Context: an optimization exercise on an open-source flow, tuned for small area, a short achievable clock period and few clock cycles per item. The choices shown serve that exercise and are no tape-out recipe. Function was checked by simulation only, so behaviour that the tests miss may differ from the original. Power is estimated from default activity; no workload was simulated.

==> design/flow/design.v <==
package hilo_pkg;
    localparam int word_w = 32;
    localparam int hilo_w = 2 * word_w;    
    localparam int div_steps = 32;
    localparam int div_cnt_w = $clog2(div_steps + 1);
    typedef logic [word_w-1:0] word_t;
    typedef enum logic [2:0] {
        op_mult  = 3'd0,    
        op_multu = 3'd1,    
        op_div   = 3'd2,    
        op_divu  = 3'd3,    
        op_mthi  = 3'd4,    
        op_mtlo  = 3'd5,    
        op_mfhi  = 3'd6,    
        op_mflo  = 3'd7     
    } hilo_op_t;
    typedef struct packed {
        word_t hi;
        word_t lo;
    } hilo_pair_t;
    typedef union packed {
        hilo_pair_t          pair;
        logic [hilo_w-1:0]   prod;
    } hilo_word_t;
endpackage
`timescale 1ns/10ps
module mul_pipe (
    input  logic [32:0] a,
    input  logic [12:0] sel,         
    input  logic [63:0] p_in,
    output logic [63:0] p_out
);
    logic [3:0]  neg;
    logic [3:0]  one;
    logic [3:0]  two;
    logic [33:0] mag  [4];
    logic [33:0] row  [4];       
    logic [32:0] row4;           
    logic [63:0] sum;
    assign neg = sel[3:0];
    assign one = sel[7:4];
    assign two = sel[11:8];
    always_comb begin
        for (int i = 0; i < 4; i++) begin
            mag[i] = ({34{one[i]}} & {a[32], a}) | ({34{two[i]}} & {a, 1'b0});
            row[i] = mag[i] ^ {34{neg[i]}};
        end
        row4 = {33{sel[12]}} & a;
    end
    localparam logic [63:0] K = -(64'h2_0000_0000 + 64'h8_0000_0000 + 64'h20_0000_0000
                                 + 64'h80_0000_0000 + 64'h100_0000_0000);
    assign sum = {p_in[55:0], 8'd0}
               + {30'd0, ~row[0][33], row[0][32:0]}
               + {28'd0, ~row[1][33], row[1][32:0], 2'd0}
               + {26'd0, ~row[2][33], row[2][32:0], 4'd0}
               + {24'd0, ~row[3][33], row[3][32:0], 6'd0}
               + {23'd0, ~(row4[32]), row4[31:0], 8'd0}
               + {57'd0, neg[3], 1'b0, neg[2], 1'b0, neg[1], 1'b0, neg[0]}
               + K;
    assign p_out = sum;
endmodule
module mul_enc (
    input  logic [8:0]  d,
    output logic [12:0] sel
);
    logic [9:0] db;
    logic [3:0] neg;
    logic [3:0] one;
    logic [3:0] two;
    assign db = {d, 1'b0};
    always_comb begin
        for (int i = 0; i < 4; i++) begin
            neg[i] = db[2*i+2] & ~(db[2*i+1] & db[2*i]);
            one[i] = db[2*i+1] ^ db[2*i];
            two[i] = (db[2*i+2] & ~db[2*i+1] & ~db[2*i]) | (~db[2*i+2] & db[2*i+1] & db[2*i]);
        end
    end
    assign sel = {d[7] & ~d[8], two, one, neg};
endmodule
`timescale 1ns/10ps
module div_iter (
    input  logic [31:0] x,
    output logic [5:0]  n
);
    always_comb begin
        n = 6'd32;
        for (int i = 0; i < 32; i++) begin
            if (x[i]) n = 6'(31 - i);
        end
    end
endmodule
`timescale 1ns/10ps
module hilo_unit_top (
    input  logic               clk,
    input  logic               rst,
    input  logic               op_valid,
    input  hilo_pkg::hilo_op_t op,
    input  hilo_pkg::word_t    rs_value,
    input  hilo_pkg::word_t    rt_value,
    output logic               div_busy,
    output logic               rd_valid,
    output hilo_pkg::word_t    rd_data
);
    logic [31:0] hi_q;
    logic [31:0] lo_q;
    logic [32:0] a_q;            
    logic [31:0] b_q;            
    logic [12:0] sel_q;          
    logic        sgn_q;          
    logic        cin_q;          
    logic        busy_q;
    logic        mul_q;          
    logic        first_q;        
    logic [1:0]  j_q;            
    logic        setup_q;        
    logic        step_q;         
    logic        fix_q;          
    logic [5:0]  cnt_q;          
    logic        qneg_q;
    logic        rneg_q;
    logic        rd_valid_q;
    logic acc;
    logic acc_mul;
    logic acc_div;
    logic acc_mthi;
    logic acc_mtlo;
    logic acc_rd;
    logic op_sgn;
    assign acc      = op_valid && !div_busy && !rst;
    assign acc_mul  = acc && (op[2:1] == 2'b00);
    assign acc_div  = acc && (op[2:1] == 2'b01);
    assign acc_mthi = acc && (op == hilo_pkg::op_mthi);
    assign acc_mtlo = acc && (op == hilo_pkg::op_mtlo);
    assign acc_rd   = acc && (op[2:1] == 2'b11);
    assign op_sgn   = !op[0];        
    logic [1:0]  t_rs;
    logic [1:0]  t_rt;
    logic        swap;
    logic [31:0] mcand_in;
    logic [31:0] mplier_in;
    logic [1:0]  t_in;
    logic [7:0]  top_in;
    logic [2:0] f_rs;            
    logic [2:0] f_rt;
    assign f_rs[0] = op_sgn ? ((&rs_value[31:7])  || !(|rs_value[31:7]))  : !(|rs_value[31:8]);
    assign f_rs[1] = op_sgn ? ((&rs_value[31:15]) || !(|rs_value[31:15])) : !(|rs_value[31:16]);
    assign f_rs[2] = op_sgn ? ((&rs_value[31:23]) || !(|rs_value[31:23])) : !(|rs_value[31:24]);
    assign f_rt[0] = op_sgn ? ((&rt_value[31:7])  || !(|rt_value[31:7]))  : !(|rt_value[31:8]);
    assign f_rt[1] = op_sgn ? ((&rt_value[31:15]) || !(|rt_value[31:15])) : !(|rt_value[31:16]);
    assign f_rt[2] = op_sgn ? ((&rt_value[31:23]) || !(|rt_value[31:23])) : !(|rt_value[31:24]);
    assign t_rs    = f_rs[0] ? 2'd0 : f_rs[1] ? 2'd1 : f_rs[2] ? 2'd2 : 2'd3;
    assign t_rt    = f_rt[0] ? 2'd0 : f_rt[1] ? 2'd1 : f_rt[2] ? 2'd2 : 2'd3;
    assign swap      = (t_rs < t_rt);
    assign mcand_in  = swap ? rt_value : rs_value;
    assign mplier_in = swap ? rs_value : rt_value;
    assign t_in      = swap ? t_rs : t_rt;
    always_comb begin
        case (t_in)
            2'd0:    top_in = mplier_in[7:0];
            2'd1:    top_in = mplier_in[15:8];
            2'd2:    top_in = mplier_in[23:16];
            default: top_in = mplier_in[31:24];
        endcase
    end
    logic [63:0] p_in;
    logic [63:0] p_out;
    logic [1:0]  j_nx;
    logic [7:0]  dig_nx;
    logic [8:0]  dig_d;
    logic [12:0] sel_d;
    assign p_in = first_q ? 64'd0 : {hi_q, lo_q};
    assign dig_d = acc_mul ? {op_sgn && top_in[7], top_in} : {1'b0, dig_nx};
    mul_enc u_enc (
        .d   (dig_d),
        .sel (sel_d)
    );
    mul_pipe u_mul (
        .a     (a_q),
        .sel   (sel_q),
        .p_in  (p_in),
        .p_out (p_out)
    );
    assign j_nx = j_q - 2'd1;
    always_comb begin
        case (j_nx)
            2'd0:    dig_nx = b_q[7:0];
            2'd1:    dig_nx = b_q[15:8];
            2'd2:    dig_nx = b_q[23:16];
            default: dig_nx = b_q[31:24];
        endcase
    end
    logic        aneg;           
    logic        bneg;           
    logic [31:0] neg_in;
    logic [31:0] neg_out;
    logic [31:0] abs_a;
    logic [5:0]  za;
    logic [5:0]  zb;
    logic [5:0]  za_adj;
    logic [6:0]  skip;           
    logic [3:0]  skip4;          
    logic [63:0] norm;
    assign aneg    = sgn_q && b_q[31];
    assign bneg    = !cin_q;
    assign neg_in  = fix_q ? lo_q : b_q;
    assign neg_out = -neg_in;
    assign abs_a   = aneg ? neg_out : b_q;
    div_iter u_clz_a (.x(aneg ? ~b_q : b_q),            .n(za));
    div_iter u_clz_b (.x(~a_q[31:0]),                    .n(zb));
    assign za_adj = za - {5'd0, aneg};
    assign skip   = (zb == 6'd32) ? 7'd0 : (7'd31 + {1'b0, za_adj} - {1'b0, zb});
    assign skip4  = (skip >= 7'd32) ? 4'd8 : skip[5:2];
    assign norm   = {32'd0, abs_a} << {skip4, 2'b00};
    logic [32:0] shifted1;
    logic [32:0] trial1;
    logic        fits1;
    logic [31:0] rem1;
    logic [32:0] shifted2;
    logic [32:0] trial2;
    logic        fits2;
    logic [31:0] rem2;
    assign shifted1 = {hi_q, lo_q[31]};
    assign trial1   = shifted1 + a_q + {32'd0, cin_q};
    assign fits1    = !trial1[32];
    assign rem1     = fits1 ? trial1[31:0] : shifted1[31:0];
    assign shifted2 = {rem1, lo_q[30]};
    assign trial2   = shifted2 + a_q + {32'd0, cin_q};
    assign fits2    = !trial2[32];
    assign rem2     = fits2 ? trial2[31:0] : shifted2[31:0];
    logic       fix_need;
    logic [5:0] steps0;          
    logic [5:0] cnt_nx;
    assign fix_need = qneg_q || rneg_q;
    assign steps0   = 6'd16 - {1'b0, skip4, 1'b0};    
    assign cnt_nx   = cnt_q - 6'd1;
    always_ff @(posedge clk) begin
        if (rst) begin
            busy_q  <= 1'b0;
            mul_q   <= 1'b0;
            first_q <= 1'b0;
            setup_q <= 1'b0;
            step_q  <= 1'b0;
            fix_q   <= 1'b0;
        end else begin
            first_q <= 1'b0;
            setup_q <= 1'b0;
            fix_q   <= 1'b0;
            if (mul_q) begin
                mul_q  <= (j_q != 2'd0);
                busy_q <= (j_q > 2'd1);
            end
            if (setup_q) begin
                step_q <= (steps0 != 6'd0);
                fix_q  <= (steps0 == 6'd0) && fix_need;
                busy_q <= ({1'b0, steps0} + {6'd0, fix_need}) > 7'd1;
            end
            if (step_q) begin
                step_q <= (cnt_q != 6'd1);
                fix_q  <= (cnt_q == 6'd1) && fix_need;
                busy_q <= ({1'b0, cnt_nx} + {6'd0, fix_need}) > 7'd1;
            end
            if (acc_mul) begin
                mul_q   <= 1'b1;
                first_q <= 1'b1;
                busy_q  <= (t_in != 2'd0);
            end
            if (acc_div) begin
                setup_q <= 1'b1;
                busy_q  <= 1'b1;
            end
        end
    end
    always_ff @(posedge clk) begin
        if (acc_mul || acc_div) begin
            if (acc_div) begin
                a_q   <= (op_sgn && rt_value[31]) ? {1'b1, rt_value} : ~{1'b0, rt_value};
                cin_q <= !(op_sgn && rt_value[31]);
            end else begin
                a_q   <= {op_sgn && mcand_in[31], mcand_in};
            end
            b_q   <= acc_div ? rs_value : mplier_in;
            sgn_q <= op_sgn;
        end
        if (acc_mul) begin
            j_q   <= t_in;
            sel_q <= sel_d;
        end else if (mul_q) begin
            j_q   <= j_nx;
            sel_q <= sel_d;
        end
        if (acc_div) begin
            qneg_q <= op_sgn && (rs_value[31] ^ rt_value[31]);
            rneg_q <= op_sgn && rs_value[31];
        end
        if (setup_q) begin
            cnt_q <= steps0;
        end else if (step_q) begin
            cnt_q <= cnt_nx;
        end
    end
    logic [31:0] hi_eng;
    logic [31:0] lo_eng;
    logic        eng_we;
    always_comb begin
        eng_we = mul_q || setup_q || step_q || fix_q;
        hi_eng = hi_q;
        lo_eng = lo_q;
        if (mul_q) begin
            hi_eng = p_out[63:32];
            lo_eng = p_out[31:0];
        end
        if (setup_q) begin
            hi_eng = norm[63:32];
            lo_eng = norm[31:0];
        end
        if (step_q) begin
            hi_eng = rem2;
            lo_eng = {lo_q[29:0], fits1, fits2};
        end
        if (fix_q) begin
            hi_eng = rneg_q ? -hi_q : hi_q;
            lo_eng = qneg_q ? neg_out : lo_q;
        end
    end
    always_ff @(posedge clk) begin
        if (rst) begin
            hi_q <= '0;
            lo_q <= '0;
        end else begin
            if (acc_mthi) begin
                hi_q <= rs_value;
            end else if (eng_we) begin
                hi_q <= hi_eng;
            end
            if (acc_mtlo) begin
                lo_q <= rs_value;
            end else if (eng_we) begin
                lo_q <= lo_eng;
            end
        end
    end
    logic       eng_act;         
    logic       eng_cont;        
    logic       eng_last;        
    logic [1:0] rq_v;            
    logic [1:0] rq_hi;           
    logic [1:0] rq_w;            
    logic       head_rdy;        
    logic       head_fwd;        
    logic       head_go;
    logic       head_go_blk;     
    logic       blk_rd;
    logic       blk_mv;
    logic       blk_md;
    logic [1:0] v1;
    logic [1:0] hi1;
    logic [1:0] w1;
    logic [31:0] rd_data_q;
    assign eng_act  = mul_q || setup_q || step_q || fix_q;
    assign eng_cont = (mul_q && (j_q != 2'd0))
                   || (setup_q && ((steps0 != 6'd0) || fix_need))
                   || (step_q && ((cnt_q != 6'd1) || fix_need));
    assign eng_last = eng_act && !eng_cont;
    assign head_rdy    = rq_v[0] && !rq_w[0];
    assign head_fwd    = rq_v[0] && rq_w[0] && eng_last;
    assign head_go     = head_rdy || head_fwd;
    assign head_go_blk = head_rdy || (rq_v[0] && rq_w[0] && eng_act && !busy_q);
    assign blk_rd = rq_v[1] && !head_go_blk;                          
    assign blk_mv = busy_q || rq_v[1] || (rq_v[0] && !head_rdy);      
    assign blk_md = busy_q || (rq_v[1] && !head_go_blk);              
    always_comb begin
        if (head_go) begin
            v1  = {1'b0, rq_v[1]};
            hi1 = {1'b0, rq_hi[1]};
            w1  = {1'b0, rq_w[1]};
        end else begin
            v1  = rq_v;
            hi1 = rq_hi;
            w1  = rq_w;
        end
        if (eng_last) begin
            w1 = 2'b00;
        end
    end
    always_ff @(posedge clk) begin
        if (rst) begin
            rq_v       <= 2'b00;
            rd_valid_q <= 1'b0;
        end else begin
            rd_valid_q <= head_go;
            rq_v  <= v1;
            rq_hi <= hi1;
            rq_w  <= w1;
            if (acc_rd) begin
                if (!v1[0]) begin
                    rq_v[0]  <= 1'b1;
                    rq_hi[0] <= (op == hilo_pkg::op_mfhi);
                    rq_w[0]  <= eng_cont;
                end else begin
                    rq_v[1]  <= 1'b1;
                    rq_hi[1] <= (op == hilo_pkg::op_mfhi);
                    rq_w[1]  <= eng_cont;
                end
            end
        end
        if (head_rdy) begin
            rd_data_q <= rq_hi[0] ? hi_q : lo_q;
        end else if (head_fwd) begin
            rd_data_q <= rq_hi[0] ? hi_eng : lo_eng;
        end
    end
    assign rd_valid = rd_valid_q;
    assign rd_data  = rd_data_q;
    assign div_busy = (op[2:1] == 2'b11) ? blk_rd : op[2] ? blk_mv : blk_md;
endmodule
==> design/flow/run.sh <==
#!/bin/bash
# synth_recipe.tcl (not shown) runs the flow's synth.tcl, then flattens the netlist and writes it again
# the make line also repeats each setting of config.mk as NAME=value (left out here)
make -C /OpenROAD-flow-scripts/flow DESIGN_CONFIG=/design/flow/config.mk WORK_HOME=/design/flow/orfs CLKGATE_MAP_FILE= SYNTH_SCRIPT=/design/flow/synth_recipe.tcl finish
==> design/flow/config.mk <==
export PLATFORM = sky130hd
export DESIGN_NAME = hilo_unit_top
export DESIGN_NICKNAME = hilo_unit_top
export VERILOG_FILES = /design/flow/design.v
export SDC_FILE = /design/flow/constraint.sdc
export NUM_CORES = 4
export LEC_CHECK = 0
export ABC_CLOCK_PERIOD_IN_PS = 4500
export CAP_MARGIN = 20
export CORE_MARGIN = 2
export CORE_UTILIZATION = 40
export SETUP_SLACK_MARGIN = 4.0
export SLEW_MARGIN = 20
==> design/flow/constraint.sdc <==
create_clock -name core_clock -period 9.0 [get_ports {clk}]
set_input_delay 1.8000 -clock core_clock [delete_from_list [all_inputs] [get_ports {clk}]]
set_output_delay 1.8000 -clock core_clock [all_outputs]
set_load 0.01 [all_outputs]
==> summary.md <==
| Metric | Value |
|---|---|
| Bufs and invs on worst path | 4 |
| Ports | 104 |
| Slowest Stage Delay on Critical Path | 0.50 ns |
| Clock latency on the worst-skew pair | 0.53 ns |
| Total power | 11.7 mW |
| Slew Limit Headroom | 0.184 |
| Via density | 6.72 |
| Worst-margin pin slew | 1.21 ns |
| Pre-antenna DRT Iters | 10 |
| I/O Buffers | 103 |
| Final worst setup slack | 2.04 ns |
| Syn Nets | 4,809 |
| Kind of critical path | reg2reg |
| P per Cell Area | 270 mW/mm^2 |
| Post-route DRC | 0 |
| Cell row count | 106 |
| Area grow syn2layout | 28.3% |
| Synth top area share | 0.112 |
| Top Family by Delay on Critical Path | compound AO/OA/AOI/OAI gates |
| Routed Wire Length | 183 mm |
| Leak Pwr | 17.6 nW |
| Max Fclk | 144 MHz |
| Die W | 295 um |
| Status | timing/DRC/antenna clean |
| Die Height | 295 um |
| Gate power share | 0.822 |
| Top area cells in the synthesized netlist | edfxtp_1 (11%), ha_1 (10%), fa_1 (7.5%), xnor2_1 (5.6%), a21oi_1 (4.3%) |
| Post-Route Setup TNS | 0 ns |
| CTS Buf Count | 17 |
| Critical Path Start Type | flop |
| Flops & latches, synth | 199 |
| Routability cong. | 1.12 |
| Pin count of the biggest net entering global routing | 70 |
| CP Capture Type | flop |
| Initial antenna violation count | 10 |
| Peak supply drop | 0.000281 V |
| Sequential area share after synthesis | 0.155 |
| Maximum fanout along the worst path | 7 |
| Initial drt markers | 5,784 |
| Worst-path clk slew | 0.09 ns |
| Sequential share of power | 0.104 |
| Pre-CTS setup slack | 0.780 ns |
| Synth Instances | 4,337 |
| Number of distinct library cells after synthesis | 98 |
| Cts hold-fix bufs | 0 |
| Layout cells sized above 1 | 0.245 |
| Final hold vios | 0 |
| Fin util | 0.519 |
| Slowest CP cell | mux4_2 |
| Final Max Tran Viols | 0 |
| Root buf cell | clkbuf_16 |
| DP HPWL | 132 mm |
| Yosys warns | 6 |
| Post-route ant nets | 0 |
| Switching Share | 0.550 |
| First-pass GRT wire length | 256 mm |
| Gr usage total | 0.408 |
| Core area | 0.0837 mm^2 |
| Leading area contributor after synthesis | edfxtp_1 |
| Vias | 38,622 |
| Grt ovf | 0 |
| EDFF count, synth | 126 |
| Post-synth top flop | edfxtp_1 |
| Crit path time final | 6.96 ns |
| Syn_area_per_cell | 7.81 um^2 |
| HP Class | reg2reg |
| Max_cap viols | 0 |
| Sw power | 6.45 mW |
| Drt wl/cell | 31.9 um |
| Final setup vio count | 0 |
| Mapped Area | 0.0339 mm^2 |
| Htree depth | 4 |
| RSZ-0062 raised after global routing | yes |
| Clk_skew | 0.0148 ns |
| CP required | 9.26 ns |
| Number of global-route vias before repair | 35,797 |
| Clock share of power | 0.074 |
| Arr. time, crit path | 7.23 ns |
| Die area | 0.0870 mm^2 |
| Final period utilization | 0.774 |
| Final nets | 5,060 |
| Synth async-reset ratio | 0 |
| Clock sink total | 199 |
| CTS tree | done |
| Most frequent CP cell | o21ai_1 |
| Internal Power | 5.27 mW |
| CTS Buffer Depth | 2 |
| Internal reg-to-reg setup slack | 2.04 ns |
| Starting density of the core | 0.405 |
-- power by group through the flow --
stage | sequential (mW) | combinational [mW] | clock [mW]
after floorplan | 1.13 | 5.33 | 0
after global placement | 1.26 | 7.68 | 0
after detailed placement | 1.26 | 7.70 | 0
after CTS | 1.20 | 8.97 | 0.859
after global routing | 1.21 | 10.2 | 0.890
final | 1.22 | 9.63 | 0.861
-- final timing paths --
kind	startpoint	end	depth (start not counted)
min reg2reg	busy_q	busy_q	2
max reg2reg	b_q[31]	rd_data_q[29]	30
min	busy_q	busy_q	2
max	b_q[31]	rd_data_q[29]	30
-- synth_stat cells, drive strengths merged, types with 30 or more instances --
library cell  count
nor2            336
nand2           311
inv             305
a21oi           293
clkbuf          287
ha              275
o21ai           251
xnor2           217
a22oi           138
mux2i           138
fa              127
edfxtp          126
nor3             94
a211oi           90
a21o             88
xor2             87
nand3            82
dfxtp            73
nand2b           66
mux2             63
a31oi            62
buf              59
nand4            54
o21a             51
and2             50
nor2b            43
and3             38
o221ai           36
o211ai           35
nor4             31
o31ai            30
or3              30
-- area by class of cell --
| class | count | area [um^2] |
|---|---|---|
| fillers | 7941 | 40200 |
| diodes | 10 | 25.0 |
| clock inverters | 15 | 181 |
| repair inverters | 2 | 18.8 |
| inverters | 310 | 1190 |
| multi-input cells | 3487 | 29600 |
| flip-flops and latches | 199 | 5260 |
| clock buffers | 17 | 425 |
| repair buffers | 571 | 5380 |
| well taps | 1134 | 1420 |
-- cells by family after synthesis --
group,Yosys count,share of synthesized area
buffers and inverters,656,0.0746
XOR/XNOR,304,0.0786
multiplexers,218,0.0730
AO/OA/AOI/OAI,1340,0.267
flip-flops,199,0.155
AND/OR/NAND/NOR,1218,0.175
adder cells (fa/ha/maj),402,0.177
-- repair_timing --
item / 4_1_cts / 5_1_grt
gates cloned: 10 / 2
setup buffers: 249 / 68
gates resized for setup: 664 / 227
pin swaps: 180 / 147
setup endpoints to repair: 237 / 173
-- tightest hold or removal path, delay by kind of cell, from the launching register on --
kind / cells / cell delay (ns)
flip-flops: 1 / 0.35
AND/OR/NAND/NOR: 1 / 0.07
AO/OA/AOI/OAI: 1 / 0.07
-- placed cells by master (no fill, tap or decap), drive strengths merged, types with 25 or more instances in the layout --
cell type and instances:
a31oi 62, and3 38, o21ai 251, nand2 311, nor2 336, nor4 31
dfxtp 73, fa 127, a21oi 296, o221ai 36, mux2 63, nor3 94
nand2b 66, o31ai 30, nand4 54, nor2b 43, o21a 51, or3 30
xnor2 217, nand3 82, and2 51, o22ai 29, ha 275, edfxtp 126
buf 482, a221oi 25, a21o 88, clkdlybuf4s50 58, a211oi 90, xor2 87
o211ai 35, inv 311, a22oi 138, mux2i 138
-- metal layers --
layer  global-route usage  wire, um  part of all wire
met3                0.165     26500              0.14
met2                0.577     73700              0.40
met1                0.504     67400              0.37
met5              0.00222       103           0.00056
met4                0.279     15700             0.085
-- sequential cells by signal, indices dropped and copies added (netlist names), 2 cells and up --
register / flops
lo_q: 32
b_q: 32
rq_v: 2
j_q: 2
rd_data_q: 32
rq_hi: 2
rq_w: 2
cnt_q: 6
a_q: 33
hi_q: 32
sel_q: 13
-- per-stage QoR --
stage	hold slack (ns)	cell area [um^2]	instances
floorplan	0.460	34200	4337
CTS	0.522	41900	5665
global route	0.559	43400	5735
detailed placement	0.487	36300	5374
global placement	0.492	36300	5374
finish	0.533	43500	5745
Testbench counts, summed over its fixed seeds: cycles 7,323, items 4,660.

port drivers added, routing unchanged:
Ports are ideal in the flow. The routed layout listed here was re-timed in OpenROAD. Step 1: set_driving_cell puts a clkbuf_16 on clk and a buf_2 on each other input, an assumption about the parent block. Step 2 adds t to the input delays and takes it off the output delays; t is the mean of the earliest and latest rising clock arrival at the registers after step 1. Input paths then give back, and output paths get back, about the clock's delay inside the block. a / b / c = no drivers / after step 1 / after step 2; a / b = the first two.
t (ns): 0.587
setup WS [ns]: 2.035 / 2.035 / 2.035
latest minus earliest clock arrival (ns): 0.014 / 0.015
worst slew at a driven data input, ns: 0.05
After both steps this run still meets setup and hold. The setup slack of this run moves by 0.000 ns with the drivers and by 0.000 ns with both steps.
